This is an optimization exercise on Yosys and OpenROAD, whose aim is small area, a short achievable clock period and few clock cycles per item, not a production implementation.
In this exercise RTL edits were held to simulation tests only and were not proved equivalent to the original.
Power figures rest on the tool's default switching activity, not on a simulated workload.

### run.sh
#!/bin/bash
# synth_recipe.tcl (not shown) runs the flow's synth.tcl, then flattens the netlist and writes it again
# the make line also repeats each setting of config.mk as NAME=value (left out here)
make -C /OpenROAD-flow-scripts/flow DESIGN_CONFIG=/design/flow/config.mk WORK_HOME=/design/flow/orfs CLKGATE_MAP_FILE= SYNTH_SCRIPT=/design/flow/synth_recipe.tcl finish
### config.mk
export PLATFORM = sky130hd
export DESIGN_NAME = syn_rst_scan_counter
export DESIGN_NICKNAME = syn_rst_scan_counter
export VERILOG_FILES = /design/flow/design.v
export SDC_FILE = /design/flow/constraint.sdc
export NUM_CORES = 4
export LEC_CHECK = 0
export CAP_MARGIN = 20
export CORE_MARGIN = 2
export CORE_UTILIZATION = 40
export PLACE_DENSITY = 0.6
export SLEW_MARGIN = 20
### constraint.sdc
create_clock -name core_clock -period 8.0 [get_ports {i_clk}]
set_input_delay 1.6000 -clock core_clock [delete_from_list [all_inputs] [get_ports {i_clk}]]
set_output_delay 1.6000 -clock core_clock [all_outputs]
set_load 0.01 [all_outputs]
### design.v
package srsc_pkg;
    localparam int ADDR_W      = 32;
    localparam int PROTO_W     = 8;
    localparam int THR_W       = 16;
    localparam int RPT_CNT_W   = 16;
    localparam int APB_ADDR_W  = 3;
    localparam int APB_DATA_W  = 32;
    localparam logic REG_SCAN_THRESHOLD = 1'b0;
    localparam logic [PROTO_W-1:0]   PROTO_TCP  = 8'd6;
    localparam logic [THR_W-1:0]     THR_RESET  = 16'd100;
    localparam logic [RPT_CNT_W-1:0] RPT_CNT_MAX = 16'hFFFF;
    typedef struct packed {
        logic accept;      
        logic key_dst;     
        logic rd;          
        logic idx_inc;     
        logic wr_new;      
        logic wr_upd;      
        logic set_ovf;     
        logic load_pend;   
        logic push_mid;    
        logic push_end;    
    } t_cmd;
    typedef struct packed {
        logic in_valid;    
        logic in_rpt;      
        logic in_src_ev;   
        logic in_rst_ev;   
        logic at_end;      
        logic full;        
        logic hit;         
        logic qual;        
        logic pend_vld;    
        logic out_free;    
    } t_sts;
endpackage
import srsc_pkg::*;
module syn_rst_scan_counter #(
    parameter int TABLE_DEPTH = 64,
    parameter int COUNT_WIDTH = 16
) (
    input  logic                              i_clk,
    input  logic                              i_rst_n,
    input  logic                              req_valid,
    output logic                              req_ready,
    input  logic                              req_action,
    input  logic [srsc_pkg::PROTO_W-1:0]      req_ip_protocol,
    input  logic [srsc_pkg::ADDR_W-1:0]       req_source_address,
    input  logic [srsc_pkg::ADDR_W-1:0]       req_dest_address,
    input  logic                              req_flag_syn,
    input  logic                              req_flag_ack,
    input  logic                              req_flag_rst,
    output logic                              rsp_valid,
    input  logic                              rsp_ready,
    output logic [srsc_pkg::ADDR_W-1:0]       rsp_reported_address,
    output logic [srsc_pkg::RPT_CNT_W-1:0]    rsp_reported_count,
    output logic                              rsp_entry_valid,
    output logic                              rsp_table_overflowed,
    output logic                              rsp_last_of_report,
    input  logic                              psel,
    input  logic                              penable,
    input  logic                              pwrite,
    input  logic [srsc_pkg::APB_ADDR_W-1:0]   paddr,
    input  logic [srsc_pkg::APB_DATA_W-1:0]   pwdata,
    output logic [srsc_pkg::APB_DATA_W-1:0]   prdata,
    output logic                              pready
);
    localparam int N = TABLE_DEPTH;
    localparam int W = COUNT_WIDTH;
    logic [THR_W-1:0] r_thr;
    logic             reg_sel;
    assign reg_sel = (paddr[2] == REG_SCAN_THRESHOLD);
    assign pready  = 1'b1;
    assign prdata  = reg_sel ? APB_DATA_W'(r_thr) : '0;
    always_ff @(posedge i_clk) begin
        if (!i_rst_n) r_thr <= THR_RESET;
        else if (psel && penable && pwrite && reg_sel) r_thr <= pwdata[THR_W-1:0];
    end
    logic [ADDR_W-1:0] t_addr [0:N-1];
    logic [W-1:0]      t_cnt  [0:N-1];
    logic [N-1:0]      t_vld;
    logic              r_ovf;
    logic              e_vld;        
    logic [ADDR_W-1:0] e_key;
    logic [ADDR_W-1:0] e_dst;
    logic              e_dst_pend;   
    logic              rpt_busy;     
    logic              accept;
    logic              src_ev, dst_ev;
    assign req_ready = !e_dst_pend && !rpt_busy;
    assign accept    = req_valid && req_ready;
    assign src_ev    = (req_ip_protocol == PROTO_TCP) && req_flag_syn && !req_flag_ack;
    assign dst_ev    = (req_ip_protocol == PROTO_TCP) && req_flag_rst;
    always_ff @(posedge i_clk) begin
        if (!i_rst_n) begin
            e_vld      <= 1'b0;
            e_dst_pend <= 1'b0;
        end else if (accept) begin
            e_vld      <= !req_action && (src_ev || dst_ev);
            e_dst_pend <= !req_action && src_ev && dst_ev;
        end else begin
            e_vld      <= e_dst_pend;
            e_dst_pend <= 1'b0;
        end
    end
    always_ff @(posedge i_clk) begin
        if (accept) begin
            e_key <= src_ev ? req_source_address : req_dest_address;
            e_dst <= req_dest_address;
        end else if (e_dst_pend) begin
            e_key <= e_dst;
        end
    end
    logic [N-1:0] hit, free, alloc, bump, sat;
    logic         any_hit;
    always_comb begin
        for (int i = 0; i < N; i++) begin
            hit[i]  = t_vld[i] && (t_addr[i] == e_key);
            free[i] = !t_vld[i] && ((i == 0) ? 1'b1 : t_vld[(i == 0) ? 0 : i-1]);
            sat[i]  = &t_cnt[i];
        end
    end
    assign any_hit = |hit;
    assign alloc   = (e_vld && !any_hit) ? free : '0;
    assign bump    = ((e_vld ? hit : '0) | alloc) & ~sat;
    always_ff @(posedge i_clk) begin
        if (!i_rst_n) begin
            t_vld <= '0;
            r_ovf <= 1'b0;
        end else begin
            t_vld <= t_vld | alloc;
            if (e_vld && !any_hit && t_vld[N-1]) r_ovf <= 1'b1;
        end
    end
    for (genvar i = 0; i < N; i++) begin : g_slot
        always_ff @(posedge i_clk) begin
            if (!i_rst_n) t_cnt[i] <= '0;
            else          t_cnt[i] <= t_cnt[i] + W'(bump[i]);
        end
        always_ff @(posedge i_clk) begin
            if (alloc[i]) t_addr[i] <= e_key;
        end
    end
    logic         rpt_snap;      
    logic         rpt_scan;      
    logic [N-1:0] rpt_mask;      
    logic         rpt_ovf;
    logic [N-1:0] qual, pick, rest;
    logic         out_free, load;
    logic         r_out_vld;
    logic [ADDR_W-1:0]    r_out_addr;
    logic [RPT_CNT_W-1:0] r_out_cnt;
    logic                 r_out_ent;
    logic                 r_out_ovf;
    logic                 r_out_last;
    logic [ADDR_W-1:0]    mux_addr;
    logic [W-1:0]         mux_cnt;
    always_comb begin
        for (int i = 0; i < N; i++) qual[i] = t_vld[i] && (t_cnt[i] > W'(r_thr));
    end
    assign pick     = rpt_mask & (~rpt_mask + 1'b1);
    assign rest     = rpt_mask & ~pick;
    assign out_free = !r_out_vld || rsp_ready;
    assign load     = rpt_scan && out_free;
    always_comb begin
        mux_addr = '0;
        mux_cnt  = '0;
        for (int i = 0; i < N; i++) begin
            mux_addr = mux_addr | (pick[i] ? t_addr[i] : '0);
            mux_cnt  = mux_cnt  | (pick[i] ? t_cnt[i]  : '0);
        end
    end
    always_ff @(posedge i_clk) begin
        if (!i_rst_n) begin
            rpt_busy  <= 1'b0;
            rpt_snap  <= 1'b0;
            rpt_scan  <= 1'b0;
            r_out_vld <= 1'b0;
        end else begin
            rpt_snap <= accept && req_action;
            if (accept && req_action) rpt_busy <= 1'b1;
            else if (load && rest == '0) rpt_busy <= 1'b0;
            if (rpt_snap) rpt_scan <= 1'b1;
            else if (load && rest == '0) rpt_scan <= 1'b0;
            if (load) r_out_vld <= 1'b1;
            else if (rsp_ready) r_out_vld <= 1'b0;
        end
    end
    always_ff @(posedge i_clk) begin
        if (rpt_snap) begin
            rpt_mask <= qual;
            rpt_ovf  <= r_ovf;
        end else if (load) begin
            rpt_mask <= rest;
        end
        if (load) begin
            r_out_addr <= mux_addr;
            r_out_cnt  <= mux_cnt;
            r_out_ent  <= (rpt_mask != '0);
            r_out_ovf  <= rpt_ovf;
            r_out_last <= (rest == '0);
        end
    end
    assign rsp_valid            = r_out_vld;
    assign rsp_reported_address = r_out_addr;
    assign rsp_reported_count   = r_out_cnt;
    assign rsp_entry_valid      = r_out_ent;
    assign rsp_table_overflowed = r_out_ovf;
    assign rsp_last_of_report   = r_out_last;
endmodule
==> flow_summary.yaml <==
yosys:
  synthMuxAreaShare_pct: 0.1739
  syn_avg_cell_area_um2: 10.84
  synth_xor_area_share_pct: 12.73
  synthFlopType: "edfxtp_1"
  synth-adder-area-share_pct: 7.838
  synth_seq_cells: 3339
  yosys.area_share.simple_pct: 16.55
  async_flop_share_pct: 0
  synth-edff-count: 2228
  netlist_area_um2: 184200
  syn_inst: 17000
  synth-compound-area-share_pct: 11.90
  yosysUniqueCellTypes: 87
  yosysSeqAreaShare_pct: 48.41
  yosys_warnings: 3
  synth_top_family_by_area: "simple AND/OR/NAND/NOR gates"
power:
  combPwrFrac_pct: 8.4
  power.density_nw_per_um2: 191.9
  power.leakage_nw: 72.76
  power.share.clock_pct: 45.1
  p_int_mw: 29.88
  seq_power_share_pct: 46.5
  switching_power_mw: 10.30
  vdd_ir_drop_max_uv: 195.9
  swShare_pct: 25.64
clock_tree:
  clockRootBuffer: "clkbuf_16"
  cts_tree: "done"
  cts_buffer_depth: 4
  ctsHoldBuffers: 0
  cts_num_sinks: 3339
  clkSlewWorstSetupHoldPaths_ns: 0.06
  post_cts_buffers: 0
  cts_max_level: 5
  ctsResizeCount: 0
  clkLatencyLatePin_ns: 1.09
  numCtsBuffers: 381
setup_path:
  critPathMaxFanout: 39
  required_ns: 8.84
  crit_arrival_ns: 8.45
  crit_start: "e_key[25]$_DFFE_PP_"
  r2r-start: "e_key[25]$_DFFE_PP_"
  endpoint_kind: "flip-flop"
  r2r.worst_path.cells: 16
  r2r_slack_ns: 0.40
  setup.worst_path.end: "t_cnt[13][14]$_SDFF_PN0_"
  crit_type: "reg -> reg"
  worstSetupStartpointType: "flip-flop"
  r2r-end: "t_cnt[13][14]$_SDFF_PN0_"
global_routing:
  grt_max_degree: 191
  grt_pass1_wl_mm: 1144
  grt-busiest-layer: "met2"
  grt_pass1_vias: 140000
  antenna_found_initial: 93
  gr-usage-met1_pct: 47.25
  gr-usage-met2_pct: 48.86
  gr-total-overflow: 0
  grt_use_met3_pct: 10.39
  track_usage_pct: 34.77
floorplan:
  dieArea_um2: 465800
  row_count: 249
  coreArea_um2: 459200
  die_x_um: 682.5
  die_height_um: 682.5
  ios: 204
  initial_core_util_pct: 40.10
timing:
  skew_ns: 0.1144
  finalSetupViolCount: 0
  max_slew.worst_pin.slew_ns: 1.323
  rsz0062_at_grt: "false"
  holdWs_ns: 0.4353
  slew_violations: 0
  fin_crit_sh_pct: 95.06
  fmaxAchievable_mhz: 131.5
  period_needed_ns: 7.605
  finalHoldViolations: 0
  slew_headroom_pct: 11.03
routing:
  routed_wl_mm: 840.5
  wl_per_cell_um: 35.20
  vias: 155400
  dr.first_iter.drc_count: 27360
  antenna_left: 0
  drt_first_pass_iters: 9
  viasPerCell: 6.506
  drt_drc_violations_left: 0
final_layout:
  fin_util_pct: 45.59
  area_growth_pct: 13.68
  drive_gt1_share_pct: 7.889
  final_nets: 18640
placement:
  port_buffers: 168
  dp_hpwl_mm: 626.0
  routabilityCongestion: 1.045
worst_hold_path:
  hp-class: "reg -> reg"
  min_from: "r_ovf$_SDFFE_PN0P_"
run:
  drv_cap: 0
status:
  status: "finished clean"
==> layout by cell type, fill, tap and decap left out, types with 388 or more instances in the layout <==
cell and count:
a21oi_1 493, a22oi_1 594, buf_4 512, clkbuf_16 388, dfxtp_1 1109, edfxtp_1 2228, ha_1 1152, nand2_1 1126
nand3_1 631, nand4_1 899, nor2_1 925, o21ai_0 499, xnor2_1 1578, xor2_1 1099
==> worst max-delay path, stage by stage (launching register included) <==
cell       delay, ns
edfxtp_1        1.17
buf_4           0.32
xor2_1          0.14
nor3_1          0.10
nand4_1         0.78
o2111ai_1       0.58
nor4_2          0.98
nand3_4         0.47
buf_12          0.32
buf_4           0.22
o41ai_2         0.96
ha_1            0.39
ha_1            0.27
and3_1          0.26
nand4_1         0.14
xor2_1          0.16
nor2_1          0.05
==> through the flow <==
step / instances / total power, mW / worst slack (ns) / TNS (ns) / cell area, um2
after floorplan: 17010 / 20.77 / -0.3108 / -2.990 / 184200
after global placement: 23110 / 22.27 / 0.4719 / 0 / 196400
after detailed placement: 23130 / 22.27 / 0.9678 / 0 / 196600
after CTS: 23820 / 40.07 / 0.8969 / 0 / 209100
after global routing: 23850 / 40.86 / 0.5872 / 0 / 209300
final: 23880 / 40.18 / 0.3953 / 0 / 209400
==> power by group through the flow <==
stage	logic [mW]	clock network, mW	registers, mW
after floorplan	1.67	0	19.1
after global placement	3.22	0	19.0
after detailed placement	3.22	0	19.1
after CTS	3.24	18.1	18.7
after global routing	3.43	18.8	18.7
final	3.36	18.1	18.7
==> logic make-up (layout without fill, tap and decap cells) <==
group	after synthesis	after routing
xor gates and xnor gates	2677	2677
other	2	62
AOI/OAI and AO/OA	3062	3062
DFF	3339	3339
buffers and inverters	984	1656
adders and majority gates	1154	1154
muxes	32	32
and+or+nand+nor	5746	5746
==> registers in the layout, indices dropped and copies added (netlist names) <==
signal / count
e_dst_pend: 1
r_out_addr: 32
r_out_cnt: 16
e_vld: 1
e_dst: 32
r_ovf: 1
t_addr: 2048
r_out_vld: 1
t_cnt: 1024
rpt_busy: 1
r_thr: 16
rpt_scan: 1
rpt_ovf: 1
r_out_ovf: 1
rpt_snap: 1
t_vld: 64
r_out_last: 1
e_key: 32
r_out_ent: 1
rpt_mask: 64
==> worst min-delay path by stage <==
stage	slack, ns	depth (start not counted)	end
4_1_cts	0.44	0	rpt_ovf$_DFFE_PP_
2_1_floorplan	0.40	0	r_out_ovf$_DFFE_PP_
6_report	0.44	0	rpt_ovf$_DFFE_PP_
5_1_grt	0.46	0	r_out_ovf$_DFFE_PP_
3_3_place_gp	0.42	0	rpt_ovf$_DFFE_PP_
3_5_place_dp	0.42	0	rpt_ovf$_DFFE_PP_
==> final cells by class <==
cell class                 count  area [um2]
antenna                       45       112.6
clock buffer                 514       10470
clock inverter               183        2028
fill                       42870      249900
inverter                     171       688.2
multi-input combinational  12690       91670
sequential                  3339       89150
tap                         6149        7694
timing repair buffer         788        7542
==> synth_stat cells, types with 15 or more instances <==
library cell / instances / area (um2)
a31oi_1: 19 / 118.9
o2111ai_1: 51 / 446.7
a222oi_1: 206 / 2062
nand2_1: 1127 / 4230
xor2_1: 1099 / 9625
mux2i_1: 32 / 320.3
and3_1: 306 / 1914
a21oi_1: 493 / 2467
or4_1: 76 / 570.6
nand3b_1: 60 / 450.4
a21o_1: 121 / 908.4
ha_1: 1152 / 14410
o311ai_0: 15 / 131.4
a221o_1: 50 / 500.5
a2111oi_0: 38 / 332.8
dfxtp_1: 1111 / 22240
nor3_1: 153 / 765.7
o41ai_1: 35 / 306.5
a22oi_1: 594 / 4459
and4_1: 48 / 420.4
buf_2: 257 / 1286
nor2b_1: 165 / 1032
or3_1: 305 / 1908
nand3_1: 632 / 3163
nand2b_1: 154 / 963.4
o21ai_0: 499 / 2497
edfxtp_1: 2228 / 66900
nand4_1: 899 / 5624
o31ai_1: 79 / 593.1
a211oi_1: 35 / 262.8
and2_1: 351 / 2196
xnor2_1: 1578 / 13820
clkbuf_1: 395 / 1483
o21a_1: 243 / 1824
nor2_1: 966 / 3626
a221oi_1: 191 / 1673
a21boi_0: 103 / 773.2
or2_2: 16 / 100.1
nor4_1: 359 / 2246
buf_1: 58 / 217.7
nor4b_1: 32 / 280.3
inv_1: 170 / 638.1
buf_4: 101 / 758.2
nand4b_1: 30 / 262.8
a22o_1: 187 / 1638
==> per-layer routing <==
layer  vias to the layer above  part of all wire (%)
li1                      65140                     -
met1                     77340                    39
met2                     10860                    40
met3                      1974                    14
met4                        52                   6.9
met5                         -                 0.051
Testbench counts, summed over its fixed seeds: cycles 5,402, items 3,200.

## port drivers added, routing unchanged
How much do the figures lean on ideal ports? The routed layout below was timed once more, with nothing changed but the port constraints.
Step 1, drivers: a clkbuf_16 drives i_clk and a buf_2 each remaining input, both assumed.
Step 2, shift: input delay + t, output delay - t, t = (earliest + latest rising clock arrival at the registers) / 2. This alone moves slack from input paths to output paths.
Three values: ideal ports, drivers, drivers and shift; two values: the first two.
t, ns: 1.163
slack for setup (ns): 0.395 / 0.395 / 0.395
hold WS [ns]: 0.435 / 0.435 / 0.435
worst setup path after step 2: register to register
worst register clock-pin slew, ns: 0.07 / 0.07
After both steps setup and hold are still met in this run. The setup slack of this run moves by 0.000 ns with the drivers and by 0.000 ns with both steps.
